This design comes from an exercise in tuning for a short achievable clock period on the open sky130 flow, not from production work.
The clock port is modelled as an ideal driver; clocking choices that lean on that would not hold on a real chip.
Power is estimated from default activity; no workload was simulated.

## wip/quartz
## branch_predictor
module branch_predictor #(
  parameter int ENTRIES = 16,
  parameter int INDEX_W = 4
) (
  input  logic        clk_i,
  input  logic        rst_i,
  input  logic [31:0] fetch_pc_i,
  output logic [31:0] next_pc_o,
  output logic        pred_taken_o,
  output logic [31:0] pred_target_o,
  input  logic        mem_stall_i,
  input  logic        upd_valid_i,
  input  logic [31:0] upd_pc_i,
  input  logic        upd_taken_i,
  input  logic [31:0] upd_target_i,
  input  logic        upd_pred_taken_i,
  input  logic [31:0] upd_pred_target_i,
  output logic        mispredict_o,
  output logic [31:0] redirect_pc_o,
  output logic [31:0] branch_cnt_o,
  output logic [31:0] mispred_cnt_o
);
  localparam int TAG_W = 30 - INDEX_W;
  typedef enum logic [1:0] {
    CTR_SN = 2'b00,
    CTR_WN = 2'b01,
    CTR_WT = 2'b10,
    CTR_ST = 2'b11
  } ctr_e;
  logic [ENTRIES-1:0]       valid_q;
  logic [ENTRIES-1:0][1:0]  ctr_q;
  logic [TAG_W-1:0]         tag_q    [ENTRIES];
  logic [31:0]              target_q [ENTRIES];
  logic [31:0] branch_cnt_q;
  logic [31:0] mispred_cnt_q;
  logic [INDEX_W-1:0] fetch_idx;
  logic [TAG_W-1:0]   fetch_tag;
  logic [ENTRIES-1:0] fetch_nh;    
  logic [ENTRIES-1:0] fetch_nt;    
  logic [31:0]        fetch_tgt;
  ...
Size: roughly 4000 cells after synthesis, about 300 I/O pins, roughly 52000 um2 of cells after synthesis.
Settings: LEC_CHECK=0, ABC_CLOCK_PERIOD_IN_PS=4000, CAP_MARGIN=20, CORE_MARGIN=2, CORE_UTILIZATION=65, SETUP_SLACK_MARGIN=2.5, SLEW_MARGIN=20, SYNTH_HIERARCHICAL=1; clock period 7.0 ns.
standard.sh (not shown) runs the stock make flow with config.mk's settings and CLKGATE_MAP_FILE= SYNTH_SCRIPT=/design/flow/synth_recipe.tcl, a recipe that flattens the netlist after the stock synthesis.
==> flow/flow/run.sh <==
#!/bin/bash
# Standard layout, with the delay cells (clkdlybuf4s*, dlygate*, dlymetal*,
# dlybuf*), buf_1, bufbuf_* and clkinvlp_* kept out of port buffering and
# timing repair. Synthesis is the
# standard one, run unchanged first; the later steps source flow/dont_use.tcl
# through ORFS's PRE_<step>_TCL hooks. Each tool's output goes to a log here.
set -euo pipefail
H="$PWD/flow/dont_use.tcl"
bash standard.sh synth > synth.log 2>&1
bash standard.sh \
  PRE_FLOORPLAN_TCL="$H" PRE_GLOBAL_PLACE_TCL="$H" PRE_RESIZE_TCL="$H" \
  PRE_DETAIL_PLACE_TCL="$H" PRE_CTS_TCL="$H" PRE_GLOBAL_ROUTE_TCL="$H" \
  PRE_DETAIL_ROUTE_TCL="$H" PRE_FILLCELL_TCL="$H" \
  finish > layout.log 2>&1
==> flow/flow/dont_use.tcl <==
# Keep delay cells, the weakest buffers and low-power clock inverters out of
# port buffering and timing repair.
set_dont_use [get_lib_cells {sky130_fd_sc_hd__clkdlybuf4s* sky130_fd_sc_hd__dlygate* sky130_fd_sc_hd__dlymetal* sky130_fd_sc_hd__dlybuf* sky130_fd_sc_hd__buf_1 sky130_fd_sc_hd__clkinvlp_* sky130_fd_sc_hd__bufbuf_*}]
wip/quartz: no failed stages, no open violations at the end
--- input diff wip/quartz..wip/sierra ---
Settings: a change of CORE_UTILIZATION from 65 to 40.
-- flow/flow/run.sh --
<<< wip/quartz, line 6
# through ORFS's PRE_<step>_TCL hooks. Each tool's output goes to a log here.
>>> wip/sierra, line 6
# through ORFS's PRE_<step>_TCL hooks, and flow/io.tcl sets pin regions
# before pin placement. Each tool's output goes to a log here.
<<< wip/quartz, line 14
>>> wip/sierra, line 15
  PRE_IO_PLACEMENT_TCL="$PWD/flow/io.tcl" \
==> flow/flow/io.tcl (new file) <==
# Pin regions: the fetch lookup's ports in one corner of the die, the
# resolve/update ports along the opposite edges.
set die [ord::get_die_area]
set w [lindex $die 2]
set h [lindex $die 3]
set hw [expr {int($w / 2)}]
set hh [expr {int($h / 2)}]
proc bp_ports {pats} {
  set names {}
  foreach p $pats {
    foreach port [get_ports $p] { lappend names [get_full_name $port] }
  }
  return $names
}
set_io_pin_constraint -pin_names [bp_ports {fetch_pc_i[*] pred_taken_o}] -region left:0-$hh
set_io_pin_constraint -pin_names [bp_ports {next_pc_o[*] pred_target_o[*]}] -region bottom:0-$hw
set_io_pin_constraint -pin_names [bp_ports {upd_pc_i[*] upd_target_i[*] upd_taken_i redirect_pc_o[*]}] -region right:*
set_io_pin_constraint -pin_names [bp_ports {upd_pred_target_i[*] upd_pred_taken_i upd_valid_i mem_stall_i mispredict_o}] -region top:*
### Flow results
Clock buffer and inverter area fraction after layout: wip/quartz vs wip/sierra, no meaningful difference
Compared with wip/quartz, in wip/sierra number of antenna violations at the first check in global routing went up, layout net count shows no meaningful change.
Going from wip/quartz to wip/sierra, count of pins over their slew limit neither gained nor lost much; final instance area went up.
Diff wip/quartz -> wip/sierra: non-filler instance count after layout rose 710, routed wire length higher, share of total power in the clock network went up by 0.4 points, clock skew went up 0.014 ns, slew at the pin with the worst max-slew slack shows a reduction of 0.029 ns.
Setup changes, wip/sierra to wip/violet
Settings: CORE_UTILIZATION: 40 -> 55.
Results
wip/violet falls short of wip/sierra in fmax.
Of wip/sierra and wip/violet, the run reporting the lower time the worst path needs with I/O delays and setup was wip/sierra.
Relative to wip/sierra, the post-detailed-placement cell area measured on wip/violet has decreased slightly.
Going from wip/sierra to wip/violet, post-CTS repair timing setup buffer count went down; total power consumption of the routed design now sits lower.
## Diff of input files: wip/maple against wip/violet
-- flow/flow/run.sh --
<<< wip/violet, line 6
# through ORFS's PRE_<step>_TCL hooks, and flow/io.tcl sets pin regions
# before pin placement. Each tool's output goes to a log here.
>>> wip/maple, line 6
# through ORFS's PRE_<step>_TCL hooks. Each tool's output goes to a log here.
<<< wip/violet, line 15
  PRE_IO_PLACEMENT_TCL="$PWD/flow/io.tcl" \
>>> wip/maple, line 14
removed: flow/flow/io.tcl
--- outcome ---
wip/maple ran to completion and came out clean on the timing, DRC and antenna checks.
Number of cells upsized or downsized after cts is higher on wip/maple
Delta (wip/maple minus wip/violet): total placed cells including tap cells saw an increase; proportion of power drawn by combinational gates down 0.3 points; clock network area share has decreased.
Of wip/violet and wip/maple, the run reporting the higher static leakage power was wip/maple.
Final critical-path share of the clock period was lower in the run labelled wip/maple.
wip/violet → wip/maple: clock skew fell 0.022 ns; layout-stage area growth over the synthesis result picked up an extra 1.2 points; number of non-clock buffers in the layout climbed 78; power share of the clock group shows a reduction of 0.3 points.
Run comparison: wip/violet timing endpoint of the critical path next_pc_o[0]; wip/maple timing endpoint of the critical path pred_target_o[28]
What wip/fjord does differently from wip/maple at the input level:
Settings: an added PLACE_DENSITY of 0.8; a change of CORE_UTILIZATION from 55 to 40.
==> notes.md <==
Between wip/fjord and wip/maple, the utilization after layout is higher for wip/maple.
Every run in the comparison, wip/fjord and wip/maple, completed the flow with a clean layout.
Of wip/fjord and wip/maple, the run reporting the lower routed wire length was wip/maple.
The destination of the critical timing path comes out next_pc_o[17] in one run and pred_target_o[28] in the other, namely in wip/fjord and wip/maple respectively.
Post-route total power, wip/fjord and wip/maple: higher on wip/fjord
Edits applied to the flow inputs when going from wip/fjord to wip/garnet:
Settings: a deleted PLACE_DENSITY that had been 0.8.
- Global-route usage | wip/garnet above wip/fjord
- | sum of buffers and inverters on the critical path | wip/garnet vs wip/fjord | 1 lower |
- wip/garnet reports a higher final-layout clock-cell area share than wip/fjord does.
- Any difference in wire length of the first global-routing pass between wip/garnet and wip/fjord is small enough to ignore.
- wip/garnet vs. wip/fjord: cell area went down by 1300 um2, smallest setup slack after layout went up by 0.13 ns.
No run of this note included a check of the RTL's function; only the layout flow was run.

========
== build 3 ==
branch_predictor, a different RTL version from the one above (not shown whole).
Size: about 1,000 flip-flops, about 300 I/O pins, about 49,000 sq um of cells after synthesis.
==> flow/design.v (excerpt) <==
module branch_predictor #(
  parameter int ENTRIES = 16,
  parameter int INDEX_W = 4
) (
  input  logic        clk_i,
  input  logic        rst_i,
  input  logic [31:0] fetch_pc_i,
  output logic [31:0] next_pc_o,
  output logic        pred_taken_o,
  output logic [31:0] pred_target_o,
  input  logic        mem_stall_i,
  input  logic        upd_valid_i,
  input  logic [31:0] upd_pc_i,
  input  logic        upd_taken_i,
  input  logic [31:0] upd_target_i,
  input  logic        upd_pred_taken_i,
  input  logic [31:0] upd_pred_target_i,
  output logic        mispredict_o,
  output logic [31:0] redirect_pc_o,
  output logic [31:0] branch_cnt_o,
  output logic [31:0] mispred_cnt_o
);
clock: 7.0 ns
lec_check: 0
abc_clock_period_in_ps: 4000
cap_margin: 20
core_margin: 2
core_utilization: 40
setup_slack_margin: 2.0
slew_margin: 20
synth_hierarchical: 1
run.sh (not shown) runs the stock make flow with config.mk's settings and CLKGATE_MAP_FILE= SYNTH_SCRIPT=/design/flow/synth_recipe.tcl, a recipe that flattens the netlist after the stock synthesis.
Stock flow here: none of the scripts above is used.
Setup changes, build 3 to build 1
Settings: SETUP_SLACK_MARGIN changed from 2.0 to 3.0.
==> notes.md <==
- Build 1 did not stop at any stage, and its layout met the timing, DRC and antenna checks.
- Area of placed instances (build 1 vs. build 3) increases slightly
- Build 1 ended up with sky130_fd_sc_hd__nor2_4 as its worst-path cell with the longest stage delay; build 3 ended up with sky130_fd_sc_hd__clkdlybuf4s50_1.
- Total power of build 1 is higher than that of build 3.
- Relative to build 3, the non-clock inverter count in the final layout measured on build 1 has increased slightly.
- The part of the power in the clock network of build 1 is lower than that of build 3.
--- input diff build 1..build 18 ---
Settings: a change of SETUP_SLACK_MARGIN from 3.0 to 2.5.
==> notes.md <==
The number of clock buffers in the layout of build 18 is higher than that of build 1. | overall global routing resource usage | build 18 vs build 1 | 1.5 points lower |. Diff build 1 -> build 18: peak clock frequency supported by timing decreased by 2.1 MHz relative to the old numbers, global-route wire length before repair decreased by 3.9% relative to the old numbers, number of nets in the synthesized netlist closely matched the old numbers, half-perimeter wire length after placement increased by 5300 microns relative to the old numbers, area growth from synthesis to layout decreased by 6.7 points relative to the old numbers. What build 18 reported for post-route cell area has to be multiplied by 1.05 to get the figure for build 1.
No run of this note included a check of the RTL's function; only the layout flow was run.

========
The RTL this note starts from:
==> flow/design.v <==
module branch_predictor #(
  parameter int ENTRIES = 16,
  parameter int INDEX_W = 4
) (
  input  logic        clk_i,
  input  logic        rst_i,
  input  logic [31:0] fetch_pc_i,
  output logic [31:0] next_pc_o,
  output logic        pred_taken_o,
  output logic [31:0] pred_target_o,
  input  logic        mem_stall_i,
  input  logic        upd_valid_i,
  input  logic [31:0] upd_pc_i,
  input  logic        upd_taken_i,
  input  logic [31:0] upd_target_i,
  input  logic        upd_pred_taken_i,
  input  logic [31:0] upd_pred_target_i,
  output logic        mispredict_o,
  output logic [31:0] redirect_pc_o,
  output logic [31:0] branch_cnt_o,
  output logic [31:0] mispred_cnt_o
);
  localparam int TAG_W = 30 - INDEX_W;
  typedef enum logic [1:0] {
    CTR_SN = 2'b00,
    CTR_WN = 2'b01,
    CTR_WT = 2'b10,
    CTR_ST = 2'b11
  } ctr_e;
  logic [ENTRIES-1:0]       valid_q;
  logic [ENTRIES-1:0][1:0]  ctr_q;
  logic [TAG_W-1:0]         tag_q    [ENTRIES];
  logic [31:0]              target_q [ENTRIES];
  logic [31:0] branch_cnt_q;
  logic [31:0] mispred_cnt_q;
  logic [INDEX_W-1:0] fetch_idx;
  logic [TAG_W-1:0]   fetch_tag;
  logic [ENTRIES-1:0] fetch_sv;    
  logic [ENTRIES-1:0] fetch_st;    
  logic [ENTRIES-1:0] fetch_nh;    
  logic [ENTRIES-1:0] fetch_nt;    
  logic               fetch_hit;
  logic               fetch_take;
  logic [31:0]        fetch_tgt;
  logic [31:0]        fetch_seq;
  assign fetch_idx = fetch_pc_i[INDEX_W+1:2];
  assign fetch_tag = fetch_pc_i[31:INDEX_W+2];
  always_comb begin
    fetch_tgt = '0;
    for (int i = 0; i < ENTRIES; i++) begin
      fetch_sv[i] = (fetch_idx == i[INDEX_W-1:0]) && valid_q[i];
      fetch_st[i] = (fetch_idx == i[INDEX_W-1:0]) && valid_q[i] && ctr_q[i][1];
      fetch_tgt   = fetch_tgt | ({32{fetch_idx == i[INDEX_W-1:0]}} & target_q[i]);
    end
  end
  for (genvar i = 0; i < ENTRIES; i++) begin : g_cmp
    bp_tag_cmp #(.W(TAG_W)) u_cmp (
      .a_i  (fetch_tag),
      .b_i  (tag_q[i]),
      .sv_i (fetch_sv[i]),
      .st_i (fetch_st[i]),
      .nh_o (fetch_nh[i]),
      .nt_o (fetch_nt[i])
    );
  end
  bp_any #(.N(ENTRIES)) u_hit  (.n_i(fetch_nh), .any_o(fetch_hit));
  bp_any #(.N(ENTRIES)) u_take (.n_i(fetch_nt), .any_o(fetch_take));
  assign fetch_seq = {fetch_pc_i[31:2] + 30'd1, fetch_pc_i[1:0]};
  bp_out_sel u_out (
    .hit_i      (fetch_hit),
    .take_i     (fetch_take),
    .tgt_i      (fetch_tgt),
    .seq_i      (fetch_seq),
    .next_pc_o  (next_pc_o),
    .pred_tgt_o (pred_target_o)
  );
  assign pred_taken_o = fetch_take;
  assign mispredict_o  = upd_valid_i &&
                         ((upd_taken_i != upd_pred_taken_i) ||
                          (upd_taken_i && (upd_target_i != upd_pred_target_i)));
  assign redirect_pc_o = upd_taken_i ? upd_target_i : upd_pc_i + 32'd4;
  logic [INDEX_W-1:0] upd_idx;
  logic [TAG_W-1:0]   upd_tag;
  logic               upd_hit;
  logic               upd_en;
  assign upd_idx = upd_pc_i[INDEX_W+1:2];
  assign upd_tag = upd_pc_i[31:INDEX_W+2];
  assign upd_hit = valid_q[upd_idx] && (tag_q[upd_idx] == upd_tag);
  assign upd_en  = upd_valid_i && !mem_stall_i;
  logic unused_pc_bits;
  assign unused_pc_bits = ^{fetch_pc_i[1:0], upd_pc_i[1:0]};
  always_ff @(posedge clk_i or posedge rst_i) begin
    if (rst_i) begin
      valid_q       <= '0;
      ctr_q         <= {ENTRIES{CTR_WN}};
      branch_cnt_q  <= '0;
      mispred_cnt_q <= '0;
    end else if (upd_en) begin
      branch_cnt_q <= branch_cnt_q + 32'd1;
      if (mispredict_o) begin
        mispred_cnt_q <= mispred_cnt_q + 32'd1;
      end
      if (upd_hit) begin
        if (upd_taken_i) begin
          if (ctr_q[upd_idx] != CTR_ST) ctr_q[upd_idx] <= ctr_q[upd_idx] + 2'd1;
        end else begin
          if (ctr_q[upd_idx] != CTR_SN) ctr_q[upd_idx] <= ctr_q[upd_idx] - 2'd1;
        end
      end else if (upd_taken_i) begin
        valid_q[upd_idx] <= 1'b1;
        ctr_q[upd_idx]   <= CTR_WT;
      end
    end
  end
  always_ff @(posedge clk_i) begin
    if (!rst_i && upd_en && upd_taken_i) begin
      target_q[upd_idx] <= upd_target_i;
      if (!upd_hit) begin
        tag_q[upd_idx] <= upd_tag;
      end
    end
  end
  assign branch_cnt_o  = branch_cnt_q;
  assign mispred_cnt_o = mispred_cnt_q;
endmodule
module bp_tag_cmp #(
  parameter int W = 26
) (
  input  logic [W-1:0] a_i,
  input  logic [W-1:0] b_i,
  input  logic         sv_i,
  input  logic         st_i,
  output logic         nh_o,
  output logic         nt_o
);
  logic eq;
  assign eq   = (a_i == b_i);
  assign nh_o = !(eq && sv_i);
  assign nt_o = !(eq && st_i);
endmodule
module bp_any #(
  parameter int N = 16
) (
  input  logic [N-1:0] n_i,
  output logic         any_o
);
  assign any_o = !(&n_i);
endmodule
module bp_out_sel (
  input  logic        hit_i,
  input  logic        take_i,
  input  logic [31:0] tgt_i,
  input  logic [31:0] seq_i,
  output logic [31:0] next_pc_o,
  output logic [31:0] pred_tgt_o
);
  assign next_pc_o  = take_i ? tgt_i : seq_i;
  assign pred_tgt_o = hit_i ? tgt_i : 32'd0;
endmodule
Settings: LEC_CHECK=0, ABC_CLOCK_PERIOD_IN_PS=4000, CAP_MARGIN=20, CORE_MARGIN=2, CORE_UTILIZATION=40, SETUP_SLACK_MARGIN=2.0, SLEW_MARGIN=20, SYNTH_HIERARCHICAL=1; clock period 7.0 ns.
Then changed:
SETUP_SLACK_MARGIN = 3.0   (was 2.0)
After rerunning: Worst setup slack degrades by 0.27 ns; routed wire length rose by roughly a tenth; hold slack stays flat; total power grows by a few percent; utilization increases by 3.9 points.
No functional check of the RTL was part of any run of this note.

[port drivers added, routing unchanged]
No port has a modelled driver above. Below, the same layouts with a new extraction and two added sets of constraints. Step 1 (the two cells are an assumption about what drives the block):
set clk [get_ports {clk_i}]
set_driving_cell -lib_cell sky130_fd_sc_hd__clkbuf_16 $clk
set_driving_cell -lib_cell sky130_fd_sc_hd__buf_2 [delete_from_list [all_inputs] $clk]
Step 2, shift: input delay + t, output delay - t, t = (earliest + latest rising clock arrival at the registers) / 2. This alone moves slack from input paths to output paths. Slacks: no drivers / after step 1 / after step 2; pairs: no drivers / after step 1.
| run | shift t [ns] | setup WS [ns] | worst register clock-pin slew, ns | pins driven straight from the clock port |
|---|---|---|---|---|
| wip/quartz | 0.741 | 2.180 / 2.116 / 1.931 | 0.07 / 0.07 | 1 |
| wip/sierra | 0.806 | 2.229 / 2.092 / 1.796 | 0.07 / 0.07 | 1 |
| wip/violet | 0.776 | 2.192 / 2.063 / 2.063 | 0.07 / 0.07 | 1 |
| wip/maple | 0.776 | 2.215 / 2.151 / 1.640 | 0.07 / 0.07 | 1 |
| wip/fjord | 0.787 | 1.981 / 1.893 / 1.602 | 0.08 / 0.08 | 1 |
| wip/garnet | 0.820 | 2.109 / 2.016 / 1.716 | 0.07 / 0.07 | 1 |
| build 3 | 0.766 | 1.938 / 1.635 / 1.063 | 0.07 / 0.07 | 1 |
| build 1 | 0.797 | 1.936 / 1.877 / 1.250 | 0.07 / 0.07 | 1 |
| build 18 | 0.790 | 1.881 / 1.845 / 1.336 | 0.06 / 0.06 | 1 |
| the first run of note 3 | 0.764 | 1.720 / 1.668 / 1.223 | 0.06 / 0.06 | 1 |
| the second run of note 3 | 0.789 | 1.452 / 1.405 / 1.148 | 0.07 / 0.07 | 1 |
After both steps every run listed still meets setup and hold. For build 3, which loses most, drivers alone change the setup slack by -0.303 ns; drivers and shift together by -0.875 ns.
